What follows belongs to an exercise in optimizing a design on an open flow for small area, a short achievable clock period and few clock cycles per item; a production flow would make more cautious choices. Function was not checked in any run shown here: the RTL went through the layout flow alone.

==> flow/design.v, too long to show whole: its modules and the start of the top module <==
// module pipelined_array_mult: 10872 lines
// module pam_fa: 10 lines
// module pam_ha: 9 lines
module pipelined_array_mult #(
  parameter int WIDTH  = 64,
  parameter int TAG_W  = 4
) (
  input  logic               clk,
  input  logic               rst,
  input  logic               in_valid,
  output logic               in_ready,
  input  logic               in_signed,
  input  logic [WIDTH-1:0]   A,
  input  logic [WIDTH-1:0]   B,
  input  logic [TAG_W-1:0]   in_tag,
  output logic               out_valid,
  input  logic               out_ready,
  output logic [2*WIDTH-1:0] out,
  output logic               out_signed,
  output logic [TAG_W-1:0]   out_tag
);
  // ...
==> flow/run.sh <==
#!/bin/bash
# synth_recipe.tcl (not shown) runs the flow's synth.tcl, then flattens the netlist and writes it again
# the make line also repeats each setting of config.mk as NAME=value (left out here)
make -C /OpenROAD-flow-scripts/flow DESIGN_CONFIG=/design/flow/config.mk WORK_HOME=/design/flow/orfs CLKGATE_MAP_FILE= SYNTH_SCRIPT=/design/flow/synth_recipe.tcl finish
==> flow/config.mk <==
export PLATFORM = sky130hd
export DESIGN_NAME = pipelined_array_mult
export DESIGN_NICKNAME = pipelined_array_mult
export VERILOG_FILES = /design/flow/design.v
export SDC_FILE = /design/flow/constraint.sdc
export NUM_CORES = 8
export LEC_CHECK = 0
export ABC_AREA = 1
export CAP_MARGIN = 20
export CORE_MARGIN = 2
export CORE_UTILIZATION = 40
export SLEW_MARGIN = 20
export SYNTH_HIERARCHICAL = 1
==> flow/constraint.sdc <==
create_clock -name core_clock -period 13.0 [get_ports {clk}]
set_input_delay 2.6000 -clock core_clock [delete_from_list [all_inputs] [get_ports {clk}]]
set_output_delay 2.6000 -clock core_clock [all_outputs]
set_load 0.01 [all_outputs]
==> flow_summary.yaml, run 1 <==
cts:
  cts_resized: 0
  hold_buffers: 0
  cts_tree: "built"
  cts.sinks: 907
critical_path:
  cpMostUsedCell: "fa_1"
  endpoint: "r2_p[264]"
  cp.arrival_ns: 7.20
synthesis:
  synth_top_cell_by_area: "fa_1"
  synth-async-reset-ratio_pct: 0.4410
  synth_cell_types: 38
global_routing:
  grt_pass1_wl_mm: 785.7
  gr-usage-met3_pct: 19.74
floorplanning:
  die-area_sq_um: 304200
  floorplan.initialDensity_pct: 40.11
placement:
  placed_area_sq_um: 125700
  dpl.hpwl_mm: 366.2
layout:
  multi_input_area_share_pct: 66.47
  num-multi-input-gates: 9187
  regMostFlops: "r2_p"
timing:
  setup-violations-final: 0
  worst_slew_pin_slew_ns: 1.288
drt:
  drt_iter0_drc: 17350
  met2WireLength_mm: 226.0
run_status:
  status: "timing/DRC/antenna clean"
==> run 2, diff against run 1 <==
--- a/flow/design.v
+++ b/flow/design.v
@@ -17,5 +17,7 @@
   output logic [TAG_W-1:0]   out_tag
 );
-  logic [63:0] r1_a, r1_b;
+  logic [63:0] r1_a;
+  logic [31:0] r1_bo, r1_bt, r1_bn;
+  logic        r1_u63;
   logic        r1_s;
   logic [3:0]  r1_tag;
@@ -6460,7 +6462,7 @@
   logic [127:0] prod;
   logic [498:0] r2_d;
-  assign bn0 = r1_b[1];
-  assign bo0 = r1_b[0] ^ 1'b0;
-  assign bt0 = (r1_b[1] ^ r1_b[0]) & ~(r1_b[0] ^ 1'b0);
+  assign bn0 = r1_bn[0];
+  assign bo0 = r1_bo[0];
+  assign bt0 = r1_bt[0];
   assign pp0_0 = ((bo0 & r1_a[0]) | (bt0 & 1'b0)) ^ bn0;
   assign pp0_1 = ((bo0 & r1_a[1]) | (bt0 & r1_a[0])) ^ bn0;
@@ -6529,7 +6531,7 @@
   assign pp0_64 = ((bo0 & r1_ae) | (bt0 & r1_a[63])) ^ bn0;
   assign pp0_65 = ~(((bo0 | bt0) & r1_ae) ^ bn0);
-  assign bn1 = r1_b[3];
-  assign bo1 = r1_b[2] ^ r1_b[1];
-  assign bt1 = (r1_b[3] ^ r1_b[2]) & ~(r1_b[2] ^ r1_b[1]);
+  assign bn1 = r1_bn[1];
+  assign bo1 = r1_bo[1];
+  assign bt1 = r1_bt[1];
   assign pp1_0 = ((bo1 & r1_a[0]) | (bt1 & 1'b0)) ^ bn1;
   assign pp1_1 = ((bo1 & r1_a[1]) | (bt1 & r1_a[0])) ^ bn1;
@@ -6598,7 +6600,7 @@
   assign pp1_64 = ((bo1 & r1_ae) | (bt1 & r1_a[63])) ^ bn1;
   assign pp1_65 = ~(((bo1 | bt1) & r1_ae) ^ bn1);
-  assign bn2 = r1_b[5];
-  assign bo2 = r1_b[4] ^ r1_b[3];
-  assign bt2 = (r1_b[5] ^ r1_b[4]) & ~(r1_b[4] ^ r1_b[3]);
+  assign bn2 = r1_bn[2];
+  assign bo2 = r1_bo[2];
+  assign bt2 = r1_bt[2];
   assign pp2_0 = ((bo2 & r1_a[0]) | (bt2 & 1'b0)) ^ bn2;
   assign pp2_1 = ((bo2 & r1_a[1]) | (bt2 & r1_a[0])) ^ bn2;
@@ -6667,7 +6669,7 @@
   assign pp2_64 = ((bo2 & r1_ae) | (bt2 & r1_a[63])) ^ bn2;
   assign pp2_65 = ~(((bo2 | bt2) & r1_ae) ^ bn2);
-  assign bn3 = r1_b[7];
-  assign bo3 = r1_b[6] ^ r1_b[5];
-  assign bt3 = (r1_b[7] ^ r1_b[6]) & ~(r1_b[6] ^ r1_b[5]);
+  assign bn3 = r1_bn[3];
+  assign bo3 = r1_bo[3];
+  assign bt3 = r1_bt[3];
   assign pp3_0 = ((bo3 & r1_a[0]) | (bt3 & 1'b0)) ^ bn3;
   assign pp3_1 = ((bo3 & r1_a[1]) | (bt3 & r1_a[0])) ^ bn3;
@@ -6736,7 +6738,7 @@
   assign pp3_64 = ((bo3 & r1_ae) | (bt3 & r1_a[63])) ^ bn3;
   assign pp3_65 = ~(((bo3 | bt3) & r1_ae) ^ bn3);
-  assign bn4 = r1_b[9];
-  assign bo4 = r1_b[8] ^ r1_b[7];
-  assign bt4 = (r1_b[9] ^ r1_b[8]) & ~(r1_b[8] ^ r1_b[7]);
+  assign bn4 = r1_bn[4];
+  assign bo4 = r1_bo[4];
+  assign bt4 = r1_bt[4];
   assign pp4_0 = ((bo4 & r1_a[0]) | (bt4 & 1'b0)) ^ bn4;
   assign pp4_1 = ((bo4 & r1_a[1]) | (bt4 & r1_a[0])) ^ bn4;
@@ -6805,7 +6807,7 @@
   assign pp4_64 = ((bo4 & r1_ae) | (bt4 & r1_a[63])) ^ bn4;
   assign pp4_65 = ~(((bo4 | bt4) & r1_ae) ^ bn4);
-  assign bn5 = r1_b[11];
-  assign bo5 = r1_b[10] ^ r1_b[9];
-  assign bt5 = (r1_b[11] ^ r1_b[10]) & ~(r1_b[10] ^ r1_b[9]);
+  assign bn5 = r1_bn[5];
+  assign bo5 = r1_bo[5];
+  assign bt5 = r1_bt[5];
   assign pp5_0 = ((bo5 & r1_a[0]) | (bt5 & 1'b0)) ^ bn5;
   assign pp5_1 = ((bo5 & r1_a[1]) | (bt5 & r1_a[0])) ^ bn5;
@@ -6874,7 +6876,7 @@
   assign pp5_64 = ((bo5 & r1_ae) | (bt5 & r1_a[63])) ^ bn5;
   assign pp5_65 = ~(((bo5 | bt5) & r1_ae) ^ bn5);
-  assign bn6 = r1_b[13];
-  assign bo6 = r1_b[12] ^ r1_b[11];
-  assign bt6 = (r1_b[13] ^ r1_b[12]) & ~(r1_b[12] ^ r1_b[11]);
+  assign bn6 = r1_bn[6];
+  assign bo6 = r1_bo[6];
+  assign bt6 = r1_bt[6];
   assign pp6_0 = ((bo6 & r1_a[0]) | (bt6 & 1'b0)) ^ bn6;
   assign pp6_1 = ((bo6 & r1_a[1]) | (bt6 & r1_a[0])) ^ bn6;
@@ -6943,7 +6945,7 @@
   assign pp6_64 = ((bo6 & r1_ae) | (bt6 & r1_a[63])) ^ bn6;
   assign pp6_65 = ~(((bo6 | bt6) & r1_ae) ^ bn6);
-  assign bn7 = r1_b[15];
-  assign bo7 = r1_b[14] ^ r1_b[13];
-  assign bt7 = (r1_b[15] ^ r1_b[14]) & ~(r1_b[14] ^ r1_b[13]);
+  assign bn7 = r1_bn[7];
+  assign bo7 = r1_bo[7];
+  assign bt7 = r1_bt[7];
   assign pp7_0 = ((bo7 & r1_a[0]) | (bt7 & 1'b0)) ^ bn7;
   assign pp7_1 = ((bo7 & r1_a[1]) | (bt7 & r1_a[0])) ^ bn7;
@@ -7012,7 +7014,7 @@
   assign pp7_64 = ((bo7 & r1_ae) | (bt7 & r1_a[63])) ^ bn7;
   assign pp7_65 = ~(((bo7 | bt7) & r1_ae) ^ bn7);
-  assign bn8 = r1_b[17];
-  assign bo8 = r1_b[16] ^ r1_b[15];
-  assign bt8 = (r1_b[17] ^ r1_b[16]) & ~(r1_b[16] ^ r1_b[15]);
+  assign bn8 = r1_bn[8];
+  assign bo8 = r1_bo[8];
+  assign bt8 = r1_bt[8];
   assign pp8_0 = ((bo8 & r1_a[0]) | (bt8 & 1'b0)) ^ bn8;
   assign pp8_1 = ((bo8 & r1_a[1]) | (bt8 & r1_a[0])) ^ bn8;
@@ -7081,7 +7083,7 @@
   assign pp8_64 = ((bo8 & r1_ae) | (bt8 & r1_a[63])) ^ bn8;
   assign pp8_65 = ~(((bo8 | bt8) & r1_ae) ^ bn8);
-  assign bn9 = r1_b[19];
-  assign bo9 = r1_b[18] ^ r1_b[17];
-  assign bt9 = (r1_b[19] ^ r1_b[18]) & ~(r1_b[18] ^ r1_b[17]);
+  assign bn9 = r1_bn[9];
+  assign bo9 = r1_bo[9];
+  assign bt9 = r1_bt[9];
   assign pp9_0 = ((bo9 & r1_a[0]) | (bt9 & 1'b0)) ^ bn9;
   assign pp9_1 = ((bo9 & r1_a[1]) | (bt9 & r1_a[0])) ^ bn9;
@@ -7150,7 +7152,7 @@
   assign pp9_64 = ((bo9 & r1_ae) | (bt9 & r1_a[63])) ^ bn9;
   assign pp9_65 = ~(((bo9 | bt9) & r1_ae) ^ bn9);
-  assign bn10 = r1_b[21];
-  assign bo10 = r1_b[20] ^ r1_b[19];
-  assign bt10 = (r1_b[21] ^ r1_b[20]) & ~(r1_b[20] ^ r1_b[19]);
+  assign bn10 = r1_bn[10];
+  assign bo10 = r1_bo[10];
+  assign bt10 = r1_bt[10];
   assign pp10_0 = ((bo10 & r1_a[0]) | (bt10 & 1'b0)) ^ bn10;
   assign pp10_1 = ((bo10 & r1_a[1]) | (bt10 & r1_a[0])) ^ bn10;
@@ -7219,7 +7221,7 @@
   assign pp10_64 = ((bo10 & r1_ae) | (bt10 & r1_a[63])) ^ bn10;
   assign pp10_65 = ~(((bo10 | bt10) & r1_ae) ^ bn10);
-  assign bn11 = r1_b[23];
-  assign bo11 = r1_b[22] ^ r1_b[21];
-  assign bt11 = (r1_b[23] ^ r1_b[22]) & ~(r1_b[22] ^ r1_b[21]);
+  assign bn11 = r1_bn[11];
+  assign bo11 = r1_bo[11];
+  assign bt11 = r1_bt[11];
   assign pp11_0 = ((bo11 & r1_a[0]) | (bt11 & 1'b0)) ^ bn11;
   assign pp11_1 = ((bo11 & r1_a[1]) | (bt11 & r1_a[0])) ^ bn11;
@@ -7288,7 +7290,7 @@
   assign pp11_64 = ((bo11 & r1_ae) | (bt11 & r1_a[63])) ^ bn11;
   assign pp11_65 = ~(((bo11 | bt11) & r1_ae) ^ bn11);
-  assign bn12 = r1_b[25];
-  assign bo12 = r1_b[24] ^ r1_b[23];
-  assign bt12 = (r1_b[25] ^ r1_b[24]) & ~(r1_b[24] ^ r1_b[23]);
+  assign bn12 = r1_bn[12];
+  assign bo12 = r1_bo[12];
+  assign bt12 = r1_bt[12];
   assign pp12_0 = ((bo12 & r1_a[0]) | (bt12 & 1'b0)) ^ bn12;
   assign pp12_1 = ((bo12 & r1_a[1]) | (bt12 & r1_a[0])) ^ bn12;
@@ -7357,7 +7359,7 @@
   assign pp12_64 = ((bo12 & r1_ae) | (bt12 & r1_a[63])) ^ bn12;
   assign pp12_65 = ~(((bo12 | bt12) & r1_ae) ^ bn12);
-  assign bn13 = r1_b[27];
-  assign bo13 = r1_b[26] ^ r1_b[25];
-  assign bt13 = (r1_b[27] ^ r1_b[26]) & ~(r1_b[26] ^ r1_b[25]);
+  assign bn13 = r1_bn[13];
+  assign bo13 = r1_bo[13];
+  assign bt13 = r1_bt[13];
   assign pp13_0 = ((bo13 & r1_a[0]) | (bt13 & 1'b0)) ^ bn13;
   assign pp13_1 = ((bo13 & r1_a[1]) | (bt13 & r1_a[0])) ^ bn13;
@@ -7426,7 +7428,7 @@
   assign pp13_64 = ((bo13 & r1_ae) | (bt13 & r1_a[63])) ^ bn13;
   assign pp13_65 = ~(((bo13 | bt13) & r1_ae) ^ bn13);
-  assign bn14 = r1_b[29];
-  assign bo14 = r1_b[28] ^ r1_b[27];
-  assign bt14 = (r1_b[29] ^ r1_b[28]) & ~(r1_b[28] ^ r1_b[27]);
+  assign bn14 = r1_bn[14];
+  assign bo14 = r1_bo[14];
+  assign bt14 = r1_bt[14];
   assign pp14_0 = ((bo14 & r1_a[0]) | (bt14 & 1'b0)) ^ bn14;
   assign pp14_1 = ((bo14 & r1_a[1]) | (bt14 & r1_a[0])) ^ bn14;
@@ -7495,7 +7497,7 @@
   assign pp14_64 = ((bo14 & r1_ae) | (bt14 & r1_a[63])) ^ bn14;
   assign pp14_65 = ~(((bo14 | bt14) & r1_ae) ^ bn14);
-  assign bn15 = r1_b[31];
-  assign bo15 = r1_b[30] ^ r1_b[29];
-  assign bt15 = (r1_b[31] ^ r1_b[30]) & ~(r1_b[30] ^ r1_b[29]);
+  assign bn15 = r1_bn[15];
+  assign bo15 = r1_bo[15];
+  assign bt15 = r1_bt[15];
   assign pp15_0 = ((bo15 & r1_a[0]) | (bt15 & 1'b0)) ^ bn15;
   assign pp15_1 = ((bo15 & r1_a[1]) | (bt15 & r1_a[0])) ^ bn15;
@@ -7564,7 +7566,7 @@
   assign pp15_64 = ((bo15 & r1_ae) | (bt15 & r1_a[63])) ^ bn15;
   assign pp15_65 = ~(((bo15 | bt15) & r1_ae) ^ bn15);
-  assign bn16 = r1_b[33];
-  assign bo16 = r1_b[32] ^ r1_b[31];
-  assign bt16 = (r1_b[33] ^ r1_b[32]) & ~(r1_b[32] ^ r1_b[31]);
+  assign bn16 = r1_bn[16];
+  assign bo16 = r1_bo[16];
+  assign bt16 = r1_bt[16];
   assign pp16_0 = ((bo16 & r1_a[0]) | (bt16 & 1'b0)) ^ bn16;
   assign pp16_1 = ((bo16 & r1_a[1]) | (bt16 & r1_a[0])) ^ bn16;
@@ -7633,7 +7635,7 @@
   assign pp16_64 = ((bo16 & r1_ae) | (bt16 & r1_a[63])) ^ bn16;
   assign pp16_65 = ~(((bo16 | bt16) & r1_ae) ^ bn16);
-  assign bn17 = r1_b[35];
-  assign bo17 = r1_b[34] ^ r1_b[33];
-  assign bt17 = (r1_b[35] ^ r1_b[34]) & ~(r1_b[34] ^ r1_b[33]);
+  assign bn17 = r1_bn[17];
+  assign bo17 = r1_bo[17];
+  assign bt17 = r1_bt[17];
   assign pp17_0 = ((bo17 & r1_a[0]) | (bt17 & 1'b0)) ^ bn17;
   assign pp17_1 = ((bo17 & r1_a[1]) | (bt17 & r1_a[0])) ^ bn17;
@@ -7702,7 +7704,7 @@
   assign pp17_64 = ((bo17 & r1_ae) | (bt17 & r1_a[63])) ^ bn17;
   assign pp17_65 = ~(((bo17 | bt17) & r1_ae) ^ bn17);
-  assign bn18 = r1_b[37];
-  assign bo18 = r1_b[36] ^ r1_b[35];
-  assign bt18 = (r1_b[37] ^ r1_b[36]) & ~(r1_b[36] ^ r1_b[35]);
+  assign bn18 = r1_bn[18];
+  assign bo18 = r1_bo[18];
+  assign bt18 = r1_bt[18];
   assign pp18_0 = ((bo18 & r1_a[0]) | (bt18 & 1'b0)) ^ bn18;
   assign pp18_1 = ((bo18 & r1_a[1]) | (bt18 & r1_a[0])) ^ bn18;
@@ -7771,7 +7773,7 @@
   assign pp18_64 = ((bo18 & r1_ae) | (bt18 & r1_a[63])) ^ bn18;
   assign pp18_65 = ~(((bo18 | bt18) & r1_ae) ^ bn18);
-  assign bn19 = r1_b[39];
-  assign bo19 = r1_b[38] ^ r1_b[37];
-  assign bt19 = (r1_b[39] ^ r1_b[38]) & ~(r1_b[38] ^ r1_b[37]);
+  assign bn19 = r1_bn[19];
+  assign bo19 = r1_bo[19];
+  assign bt19 = r1_bt[19];
   assign pp19_0 = ((bo19 & r1_a[0]) | (bt19 & 1'b0)) ^ bn19;
   assign pp19_1 = ((bo19 & r1_a[1]) | (bt19 & r1_a[0])) ^ bn19;
@@ -7840,7 +7842,7 @@
   assign pp19_64 = ((bo19 & r1_ae) | (bt19 & r1_a[63])) ^ bn19;
   assign pp19_65 = ~(((bo19 | bt19) & r1_ae) ^ bn19);
-  assign bn20 = r1_b[41];
-  assign bo20 = r1_b[40] ^ r1_b[39];
-  assign bt20 = (r1_b[41] ^ r1_b[40]) & ~(r1_b[40] ^ r1_b[39]);
+  assign bn20 = r1_bn[20];
+  assign bo20 = r1_bo[20];
+  assign bt20 = r1_bt[20];
   assign pp20_0 = ((bo20 & r1_a[0]) | (bt20 & 1'b0)) ^ bn20;
   assign pp20_1 = ((bo20 & r1_a[1]) | (bt20 & r1_a[0])) ^ bn20;
@@ -7909,7 +7911,7 @@
   assign pp20_64 = ((bo20 & r1_ae) | (bt20 & r1_a[63])) ^ bn20;
   assign pp20_65 = ~(((bo20 | bt20) & r1_ae) ^ bn20);
-  assign bn21 = r1_b[43];
-  assign bo21 = r1_b[42] ^ r1_b[41];
-  assign bt21 = (r1_b[43] ^ r1_b[42]) & ~(r1_b[42] ^ r1_b[41]);
+  assign bn21 = r1_bn[21];
+  assign bo21 = r1_bo[21];
+  assign bt21 = r1_bt[21];
   assign pp21_0 = ((bo21 & r1_a[0]) | (bt21 & 1'b0)) ^ bn21;
   assign pp21_1 = ((bo21 & r1_a[1]) | (bt21 & r1_a[0])) ^ bn21;
@@ -7978,7 +7980,7 @@
   assign pp21_64 = ((bo21 & r1_ae) | (bt21 & r1_a[63])) ^ bn21;
   assign pp21_65 = ~(((bo21 | bt21) & r1_ae) ^ bn21);
-  assign bn22 = r1_b[45];
-  assign bo22 = r1_b[44] ^ r1_b[43];
-  assign bt22 = (r1_b[45] ^ r1_b[44]) & ~(r1_b[44] ^ r1_b[43]);
+  assign bn22 = r1_bn[22];
+  assign bo22 = r1_bo[22];
+  assign bt22 = r1_bt[22];
   assign pp22_0 = ((bo22 & r1_a[0]) | (bt22 & 1'b0)) ^ bn22;
   assign pp22_1 = ((bo22 & r1_a[1]) | (bt22 & r1_a[0])) ^ bn22;
@@ -8047,7 +8049,7 @@
   assign pp22_64 = ((bo22 & r1_ae) | (bt22 & r1_a[63])) ^ bn22;
   assign pp22_65 = ~(((bo22 | bt22) & r1_ae) ^ bn22);
-  assign bn23 = r1_b[47];
-  assign bo23 = r1_b[46] ^ r1_b[45];
-  assign bt23 = (r1_b[47] ^ r1_b[46]) & ~(r1_b[46] ^ r1_b[45]);
+  assign bn23 = r1_bn[23];
+  assign bo23 = r1_bo[23];
+  assign bt23 = r1_bt[23];
   assign pp23_0 = ((bo23 & r1_a[0]) | (bt23 & 1'b0)) ^ bn23;
   assign pp23_1 = ((bo23 & r1_a[1]) | (bt23 & r1_a[0])) ^ bn23;
@@ -8116,7 +8118,7 @@
   assign pp23_64 = ((bo23 & r1_ae) | (bt23 & r1_a[63])) ^ bn23;
   assign pp23_65 = ~(((bo23 | bt23) & r1_ae) ^ bn23);
-  assign bn24 = r1_b[49];
-  assign bo24 = r1_b[48] ^ r1_b[47];
-  assign bt24 = (r1_b[49] ^ r1_b[48]) & ~(r1_b[48] ^ r1_b[47]);
+  assign bn24 = r1_bn[24];
+  assign bo24 = r1_bo[24];
+  assign bt24 = r1_bt[24];
   assign pp24_0 = ((bo24 & r1_a[0]) | (bt24 & 1'b0)) ^ bn24;
   assign pp24_1 = ((bo24 & r1_a[1]) | (bt24 & r1_a[0])) ^ bn24;
@@ -8185,7 +8187,7 @@
   assign pp24_64 = ((bo24 & r1_ae) | (bt24 & r1_a[63])) ^ bn24;
   assign pp24_65 = ~(((bo24 | bt24) & r1_ae) ^ bn24);
-  assign bn25 = r1_b[51];
-  assign bo25 = r1_b[50] ^ r1_b[49];
-  assign bt25 = (r1_b[51] ^ r1_b[50]) & ~(r1_b[50] ^ r1_b[49]);
+  assign bn25 = r1_bn[25];
+  assign bo25 = r1_bo[25];
+  assign bt25 = r1_bt[25];
   assign pp25_0 = ((bo25 & r1_a[0]) | (bt25 & 1'b0)) ^ bn25;
   assign pp25_1 = ((bo25 & r1_a[1]) | (bt25 & r1_a[0])) ^ bn25;
@@ -8254,7 +8256,7 @@
   assign pp25_64 = ((bo25 & r1_ae) | (bt25 & r1_a[63])) ^ bn25;
   assign pp25_65 = ~(((bo25 | bt25) & r1_ae) ^ bn25);
-  assign bn26 = r1_b[53];
-  assign bo26 = r1_b[52] ^ r1_b[51];
-  assign bt26 = (r1_b[53] ^ r1_b[52]) & ~(r1_b[52] ^ r1_b[51]);
+  assign bn26 = r1_bn[26];
+  assign bo26 = r1_bo[26];
+  assign bt26 = r1_bt[26];
   assign pp26_0 = ((bo26 & r1_a[0]) | (bt26 & 1'b0)) ^ bn26;
   assign pp26_1 = ((bo26 & r1_a[1]) | (bt26 & r1_a[0])) ^ bn26;
@@ -8323,7 +8325,7 @@
   assign pp26_64 = ((bo26 & r1_ae) | (bt26 & r1_a[63])) ^ bn26;
   assign pp26_65 = ~(((bo26 | bt26) & r1_ae) ^ bn26);
-  assign bn27 = r1_b[55];
-  assign bo27 = r1_b[54] ^ r1_b[53];
-  assign bt27 = (r1_b[55] ^ r1_b[54]) & ~(r1_b[54] ^ r1_b[53]);
+  assign bn27 = r1_bn[27];
+  assign bo27 = r1_bo[27];
+  assign bt27 = r1_bt[27];
   assign pp27_0 = ((bo27 & r1_a[0]) | (bt27 & 1'b0)) ^ bn27;
   assign pp27_1 = ((bo27 & r1_a[1]) | (bt27 & r1_a[0])) ^ bn27;
@@ -8392,7 +8394,7 @@
   assign pp27_64 = ((bo27 & r1_ae) | (bt27 & r1_a[63])) ^ bn27;
   assign pp27_65 = ~(((bo27 | bt27) & r1_ae) ^ bn27);
-  assign bn28 = r1_b[57];
-  assign bo28 = r1_b[56] ^ r1_b[55];
-  assign bt28 = (r1_b[57] ^ r1_b[56]) & ~(r1_b[56] ^ r1_b[55]);
+  assign bn28 = r1_bn[28];
+  assign bo28 = r1_bo[28];
+  assign bt28 = r1_bt[28];
   assign pp28_0 = ((bo28 & r1_a[0]) | (bt28 & 1'b0)) ^ bn28;
   assign pp28_1 = ((bo28 & r1_a[1]) | (bt28 & r1_a[0])) ^ bn28;
@@ -8461,7 +8463,7 @@
   assign pp28_64 = ((bo28 & r1_ae) | (bt28 & r1_a[63])) ^ bn28;
   assign pp28_65 = ~(((bo28 | bt28) & r1_ae) ^ bn28);
-  assign bn29 = r1_b[59];
-  assign bo29 = r1_b[58] ^ r1_b[57];
-  assign bt29 = (r1_b[59] ^ r1_b[58]) & ~(r1_b[58] ^ r1_b[57]);
+  assign bn29 = r1_bn[29];
+  assign bo29 = r1_bo[29];
+  assign bt29 = r1_bt[29];
   assign pp29_0 = ((bo29 & r1_a[0]) | (bt29 & 1'b0)) ^ bn29;
   assign pp29_1 = ((bo29 & r1_a[1]) | (bt29 & r1_a[0])) ^ bn29;
@@ -8530,7 +8532,7 @@
   assign pp29_64 = ((bo29 & r1_ae) | (bt29 & r1_a[63])) ^ bn29;
   assign pp29_65 = ~(((bo29 | bt29) & r1_ae) ^ bn29);
-  assign bn30 = r1_b[61];
-  assign bo30 = r1_b[60] ^ r1_b[59];
-  assign bt30 = (r1_b[61] ^ r1_b[60]) & ~(r1_b[60] ^ r1_b[59]);
+  assign bn30 = r1_bn[30];
+  assign bo30 = r1_bo[30];
+  assign bt30 = r1_bt[30];
   assign pp30_0 = ((bo30 & r1_a[0]) | (bt30 & 1'b0)) ^ bn30;
   assign pp30_1 = ((bo30 & r1_a[1]) | (bt30 & r1_a[0])) ^ bn30;
@@ -8599,7 +8601,7 @@
   assign pp30_64 = ((bo30 & r1_ae) | (bt30 & r1_a[63])) ^ bn30;
   assign pp30_65 = ~(((bo30 | bt30) & r1_ae) ^ bn30);
-  assign bn31 = r1_b[63];
-  assign bo31 = r1_b[62] ^ r1_b[61];
-  assign bt31 = (r1_b[63] ^ r1_b[62]) & ~(r1_b[62] ^ r1_b[61]);
+  assign bn31 = r1_bn[31];
+  assign bo31 = r1_bo[31];
+  assign bt31 = r1_bt[31];
   assign pp31_0 = ((bo31 & r1_a[0]) | (bt31 & 1'b0)) ^ bn31;
   assign pp31_1 = ((bo31 & r1_a[1]) | (bt31 & r1_a[0])) ^ bn31;
@@ -8668,5 +8670,5 @@
   assign pp31_64 = ((bo31 & r1_ae) | (bt31 & r1_a[63])) ^ bn31;
   assign pp31_65 = ~(((bo31 | bt31) & r1_ae) ^ bn31);
-  assign u63 = ~r1_s & r1_b[63];
+  assign u63 = r1_u63;
   assign pq0 = u63 & r1_a[0];
   assign pq1 = u63 & r1_a[1];
@@ -10815,33 +10817,48 @@
   assign prod = fin_a + fin_b;
   assign r2_d = {pp31_65, pq63, pp31_64, pq62, hc3658, pp31_63, pp30_65, pq61, fc3656, hs3657, pp31_62, pp30_64, hc3654, fc3652, fs3655, pp31_61, fc3650, fc3648, hs3653, fs3651, fc3646, fc3644, fs3649, fs3647, fc3642, fc3640, fs3645, fs3643, fc3638, fc3636, fs3641, fs3639, fc3634, fc3632, fs3637, fs3635, fc3630, fc3628, fs3633, fs3631, fc3626, fc3624, fs3629, fs3627, fc3622, fc3620, fs3625, fs3623, fc3618, fc3616, fs3621, fs3619, fc3614, fc3612, fs3617, fs3615, fc3610, fc3608, fs3613, fs3611, fc3606, fc3604, fs3609, fs3607, fc3602, fc3600, fs3605, fs3603, fc3598, fc3596, fs3601, fs3599, fc3594, fc3592, fs3597, fs3595, fc3590, fc3588, fs3593, fs3591, fc3586, fc3584, fs3589, fs3587, fc3582, fc3580, fs3585, fs3583, fc3578, fc3576, fs3581, fs3579, fc3574, fc3572, fs3577, fs3575, fc3570, fc3568, fs3573, fs3571, fc3566, fc3564, fs3569, fs3567, fc3562, fc3560, fs3565, fs3563, fc3558, fc3556, fs3561, fs3559, fc3554, fc3552, fs3557, fs3555, fc3550, fc3548, fs3553, fs3551, fc3546, fc3544, fs3549, fs3547, fc3542, fc3540, fs3545, fs3543, fc3538, fc3536, fs3541, fs3539, fc3534, fc3532, fs3537, fs3535, fc3530, fc3528, fs3533, fs3531, fc3526, fc3524, fs3529, fs3527, fc3522, fc3520, fs3525, fs3523, fc3518, fc3516, fs3521, fs3519, fc3514, fc3512, fs3517, fs3515, fc3510, fc3508, fs3513, fs3511, fc3506, fc3504, fs3509, fs3507, fc3502, fc3500, fs3505, fs3503, fc3498, fc3496, fs3501, fs3499, fc3494, fc3492, fs3497, fs3495, fc3490, fc3488, fs3493, fs3491, fc3486, fc3484, fs3489, fs3487, fc3482, fc3480, fs3485, fs3483, fc3478, fc3476, fs3481, fs3479, fc3474, fc3472, fs3477, fs3475, fc3470, fc3468, fs3473, fs3471, fc3466, fc3464, fs3469, fs3467, fc3462, fc3460, fs3465, fs3463, fc3458, fc3456, fs3461, fs3459, fc3454, fc3452, fs3457, fs3455, fc3450, fc3448, fs3453, fs3451, fc3446, fc3444, fs3449, fs3447, fc3442, fc3440, fs3445, fs3443, fc3438, fc3436, fs3441, fs3439, fc3434, fc3432, fs3437, fs3435, fc3430, fc3428, fs3433, fs3431, fc3426, fc3424, fs3429, fs3427, fc3422, fc3420, fs3425, fs3423, fc3418, fc3416, fs3421, fs3419, fc3414, fc3412, fs3417, fs3415, fc3410, fc3408, fs3413, fs3411, fc3406, fc3404, fs3409, fs3407, fc3402, fc3400, fs3405, fs3403, fc3398, fc3396, fs3401, fs3399, fc3394, fc3392, fs3397, fs3395, fc3390, fc3388, fs3393, fs3391, fc3386, fc3384, fs3389, fs3387, fc3382, fc3380, fs3385, fs3383, fc3378, fc3376, fs3381, fs3379, fc3374, fc3372, fs3377, fs3375, fc3370, fc3368, fs3373, fs3371, fc3366, fc3364, fs3369, fs3367, fc3362, fc3360, fs3365, fs3363, fc3358, fc3356, fs3361, fs3359, fc3354, fc3352, fs3357, fs3355, fc3350, fc3348, fs3353, fs3351, fc3346, fc3344, fs3349, fs3347, fc3342, fc3340, fs3345, fs3343, fc3338, fc3336, fs3341, fs3339, fc3334, fc3332, fs3337, fs3335, fc3330, fc3328, fs3333, fs3331, fc3326, fc3324, fs3329, fs3327, fc3322, fc3320, fs3325, fs3323, fc3318, fc3316, fs3321, fs3319, fc3314, fc3312, fs3317, fs3315, fc3310, fc3308, fs3313, fs3311, fc3306, fc3304, fs3309, fs3307, fc3302, fc3300, fs3305, fs3303, fc3298, fc3296, fs3301, fs3299, fc3294, fc3292, fs3297, fs3295, fc3290, fc3288, fs3293, fs3291, fc3286, fc3284, fs3289, fs3287, fc3282, fc3280, fs3285, fs3283, fc3278, fc3276, fs3281, fs3279, fc3274, fc3272, fs3277, fs3275, fc3270, fc3268, fs3273, fs3271, fc3266, fc3264, fs3269, fs3267, fc3262, fc3260, fs3265, fs3263, fc3258, fc3256, fs3261, fs3259, fc3254, fc3252, fs3257, fs3255, fc3250, fc3248, fs3253, fs3251, fc3246, fc3244, fs3249, fs3247, fc3242, fc3240, fs3245, fs3243, fc3238, fc3236, fs3241, fs3239, fc3234, fc3232, fs3237, fs3235, fc3230, fc3228, fs3233, fs3231, fc3226, fc3224, fs3229, fs3227, fc3222, fc3220, fs3225, fs3223, fc3218, fc3216, fs3221, fs3219, fc3214, fc3212, fs3217, fs3215, fc3210, fc3208, fs3213, fs3211, fc3206, fc3204, fs3209, fs3207, hc3202, fc3200, fs3205, fs3203, hc3198, fc3196, hs3201, fs3199, hc3194, hs3197, fs3195, pp4_0, hc3192, hs3193, pp3_1, pp2_3, hs3191, pp3_0, pp2_2, pp1_4, pp2_1, pp1_3, pp0_5, pp2_0, pp1_2, pp0_4, bn2, pp1_1, pp0_3, pp1_0, pp0_2, bn1, pp0_1, pp0_0, bn0};
-  logic v1, v2, v3, vs;
+  logic v1, v2, v3, vs, rdy;
   logic load1, load2, load3, push;
+  logic v1_n, v2_n, vs_n;
   assign load2    = !v2 || !vs;
   assign load1    = !v1 || load2;
-  assign in_ready = load1;
+  assign in_ready = rdy;
   assign push     = v2 && !vs;
   assign load3    = !v3 || out_ready;
+  assign v1_n     = load1 ? in_valid : v1;
+  assign v2_n     = load2 ? v1 : v2;
+  assign vs_n     = !load3 && (vs || push);
   always_ff @(posedge clk or posedge rst) begin
     if (rst) begin
-      v1 <= 1'b0;
-      v2 <= 1'b0;
-      v3 <= 1'b0;
-      vs <= 1'b0;
+      v1  <= 1'b0;
+      v2  <= 1'b0;
+      v3  <= 1'b0;
+      vs  <= 1'b0;
+      rdy <= 1'b1;
     end else begin
-      if (load1) v1 <= in_valid;
-      if (load2) v2 <= v1;
-      if (load3) begin
-        v3 <= vs || push;
-        vs <= 1'b0;
-      end else begin
-        vs <= vs || push;
-      end
+      v1  <= v1_n;
+      v2  <= v2_n;
+      vs  <= vs_n;
+      rdy <= !v1_n || !v2_n || !vs_n;
+      if (load3) v3 <= vs || push;
+    end
+  end
+  logic [31:0] e_bo, e_bt, e_bn;
+  logic [64:0] bx;
+  assign bx = {B, 1'b0};
+  always_comb begin
+    for (int i = 0; i < 32; i++) begin
+      e_bn[i] = bx[2*i+2];
+      e_bo[i] = bx[2*i+1] ^ bx[2*i];
+      e_bt[i] = (bx[2*i+2] ^ bx[2*i+1]) & ~(bx[2*i+1] ^ bx[2*i]);
     end
   end
-  assign r1_ae = r1_s & r1_a[63];
   always_ff @(posedge clk) begin
     if (load1) begin
       r1_a   <= A;
-      r1_b   <= B;
+      r1_ae  <= in_signed & A[63];
+      r1_bo  <= e_bo;
+      r1_bt  <= e_bt;
+      r1_bn  <= e_bn;
+      r1_u63 <= !in_signed & B[63];
       r1_s   <= in_signed;
       r1_tag <= in_tag;
--- a/flow/config.mk
+++ b/flow/config.mk
@@ -9,5 +9,5 @@
 export CAP_MARGIN = 20
 export CORE_MARGIN = 2
-export CORE_UTILIZATION = 40
+export CORE_UTILIZATION = 55
 export SLEW_MARGIN = 20
 export SYNTH_HIERARCHICAL = 1
==> run 2 against run 1 <==
Still clean. Clock skew grew 0.035 ns. Synthesized cell count shrank 0.70%. Cell area shrank 0.50%. Die area shrank 27%. Global-route usage grew 15 points. Register-to-register slack gained 1.0 ns. Critical path depth shrank 3. Fmax grew 19%. Setup slack gained 1.0 ns. Sequential share of layout area grew 0.91 points. Critical path type unchanged. Largest cell class unchanged.
==> flow_summary.yaml, run 2 <==
critical_path:
  crit_path_start_kind: "flip-flop"
  cp.arrival_ns: 6.13
  worstSetupEndpointType: "flip-flop"
  critPathKind: "flip-flop to flip-flop"
  ff2ff_setup_slack_ns: 7.46
  crit_required_ns: 13.59
  crit_fanout: 27
  ff2ff_path_depth: 10
  r2r_start: "r1_a[44]"
  rr_endpoint: "r2_p[328]"
global_routing:
  grt.busiest_layer: "met2"
  grt-ovfl-total: 0
  use_met1_pct: 60.11
  use_met2_pct: 69.29
  antenna_found_initial: 40
  grt_pass1_vias: 107500
  track_usage_pct: 51.62
  grt_pass1_wl_mm: 805.4
  gr-usage-met3_pct: 30.82
  grt_max_degree: 155
drt:
  antenna_left: 0
  wl_mm: 582.5
  via_per_inst: 7.241
  drc_errors: 0
  drt_iter0_drc: 18750
  vias: 106600
  wl_per_cell_um: 39.58
  dr.pass1.iters: 13
layout:
  final_cell_mix: "2108 x xor2_1, 2048 x o22ai_1, 1984 x fa_1"
  regMostFlops: "r2_p"
  final_common_cell: "xor2_1"
  largest_register_ff_count: 499
  multi_input_area_sq_um: 85800
  fin_nets: 14080
  utilization_pct: 59.30
  fin_cells: 14720
  fin_area_sq_um: 129000
  register_area_sq_um: 26940
  reg_top3: "r2_p x499, out x128, sk_p x128"
  fill_cells: 18500
  synthToLayoutAreaGrowth_pct: 6.970
  drive_gt1_share_pct: 6.551
synthesis:
  yosysSeqAreaShare_pct: 22.33
  synth_cell_types: 39
  synth_edf_count: 804
  yosys_most_used_dff: "edfxtp_1"
  synth_area_leaders: "fa_1 33%, edfxtp_1 20%, xor2_1 15%"
  synth-seq-cells: 942
  netlist_area_sq_um: 120600
  ys_warn_count: 7
  synth_top_cell_by_area: "fa_1"
  synth_commonest_cells: "2111 x xor2_1, 2048 x o22ai_1, 1984 x fa_1, 1758 x nand2_1, 873 x inv_1"
  avgSynthCellArea_sq_um: 9.964
  synth_top_area_share_pct: 32.93
  synth-async-reset-ratio_pct: 0.5308
  synth_cells: 12110
  yosysMostFrequentCell: "xor2_1"
run_status:
  status: "timing/DRC/antenna clean"
hold_path:
  holdPathStages: 0
  min-delay-start: "r1_tag[1]"
  hold_class: "flip-flop to flip-flop"
  min_to: "r2_tag[1]"
floorplanning:
  rows: 171
  die_y_um: 472.3
  ioPinCount: 272
  floorplan.initialDensity_pct: 55.43
  die_x_um: 472.3
  die-area_sq_um: 223100
  core_area_sq_um: 217600
timing:
  finalCritPeriodShare_pct: 42.60
  timing.fmax_mhz: 180.6
  drv_slew: 0
  final_hold_viol_count: 0
  worst_slew_pin_slew_ns: 1.359
  clock_skew_ns: 0.1029
  rsz0062_at_grt: "no"
  setup_tns_ns: 0
  timing.max_slew.rel_slack_pct: 8.750
  period_minus_slack_ns: 5.538
  setup-violations-final: 0
placement:
  placed_area_sq_um: 125200
  placed_cells: 14480
  io_buffers: 271
  dpl.hpwl_mm: 393.0
  place.gp.congestion: 1.066
cts:
  hold_buffers: 0
  cts_tree: "built"
  htreeDepth: 3
  cts_buffer_depth: 3
  numCtsBuffers: 108
  cts_resized: 0
  root_buffer: "clkbuf_16"
  clk_pin_slew_worst_paths_ns: 0.07
  cts_setup_buffers: 0
  cts.sinks: 942
  clk_latency_ns: 0.86
flow_run:
  maxCapViolations: 0
==> run 2: cell count changes in the layout (fill, tap and decap cells not counted), moves of 11 or more <==
cell / change
nor2_1: -111
edfxtp_1: +34
o21ai_0: +20
nand2_2: -42
inv_2: +47
diode_2: +11
xnor2_1: +59
a31oi_1: -26
o21ai_4: -30
xor2_1: +28
==> run 2: metal layers <==
layer  wire length [um]  vias to the layer above  share of wire, %
li1                   -                    39450                 -
met1             192100                    51610                33
met2             224300                    11640                39
met3             106400                     3827                18
met4              58650                       50                10
met5               1097                        -              0.19
==> run 2: worst max-delay path, stage by stage (launching register included) <==
cell	delay, ns
edfxtp_1	0.51
inv_2	0.69
buf_4	0.55
buf_4	0.52
o22ai_1	0.19
xor2_1	0.22
fa_1	0.49
fa_1	0.43
fa_1	0.54
fa_1	0.62
fa_1	0.45
==> run 2: modules after synthesis (local to each module, per instance) <==
module | cells inside | cell area, sq um | copies in the design
pam_fa | 1 | 20.02 | 1984
pam_ha | 1 | 12.51 | 94
pipelined_array_mult | 10030 | 79720 | 1
==> run 2: how the worst max path moves through the flow <==
stage / from / endpoint / depth (start not counted)
after floorplan: vs / r2_p[0] / 3
after global placement: r1_a[63] / r2_p[268] / 11
after detailed placement: r1_a[44] / r2_p[328] / 10
after CTS: r1_a[63] / r2_p[268] / 11
after global routing: r1_a[29] / r2_p[188] / 9
final: r1_a[44] / r2_p[328] / 10
==> run 2: cell type report <==
| cell class | count | area share, % |
|---|---|---|
| multi-input combinational | 9096 | 66.50 |
| sequential | 942 | 20.88 |
| timing repair buffer | 557 | 3.912 |
| inverter | 1032 | 3.026 |
| tap | 2854 | 2.768 |
| clock buffer | 139 | 2.315 |
| clock inverter | 64 | 0.5372 |
| antenna | 35 | 0.06788 |
==> run 2: cells by family after synthesis <==
family	after synthesis	share of synthesized area, %
XOR/XNOR	2221	16.13
buffers and inverters	2099	6.701
other	1	0.003109
flip-flops	942	22.33
AO/OA/AOI/OAI	2247	11.48
adder cells (fa/ha/maj)	2205	35.22
AND/OR/NAND/NOR	2391	8.142
==> run 2: per-stage QoR <==
step	setup WS [ns]	hold slack (ns)
floorplan	0.3841	0.4003
global placement	7.792	0.4056
detailed placement	7.765	0.4075
CTS	7.688	0.4208
global route	7.515	0.4294
finish	7.462	0.4192

## what the ideal ports hide
The results above use ideal ports. As a check the final layouts listed here were re-extracted and re-timed, cells and wires unchanged. Step 1: set_driving_cell puts a clkbuf_16 on clk and a buf_2 on each other input, an assumption about the parent block. Step 2 times the ports against the registers' clock, not the clock port: input delays grow and output delays shrink by t, the midpoint of the rising clock arrivals with the driver on. Slacks: ideal / step 1 / step 2; pairs: ideal / step 1.
run | t, ns | slack for setup (ns) | clock arrival spread, ns | worst register clock-pin slew, ns | worst slew at a driven data input, ns
run 1 | 0.991 | 6.427 / 6.427 / 6.427 | 0.077 / 0.078 | 0.07 / 0.07 | 0.11
run 2 | 0.916 | 7.462 / 7.462 / 7.462 | 0.103 / 0.104 | 0.07 / 0.07 | 0.13
After both steps setup and hold are still met in every run listed.
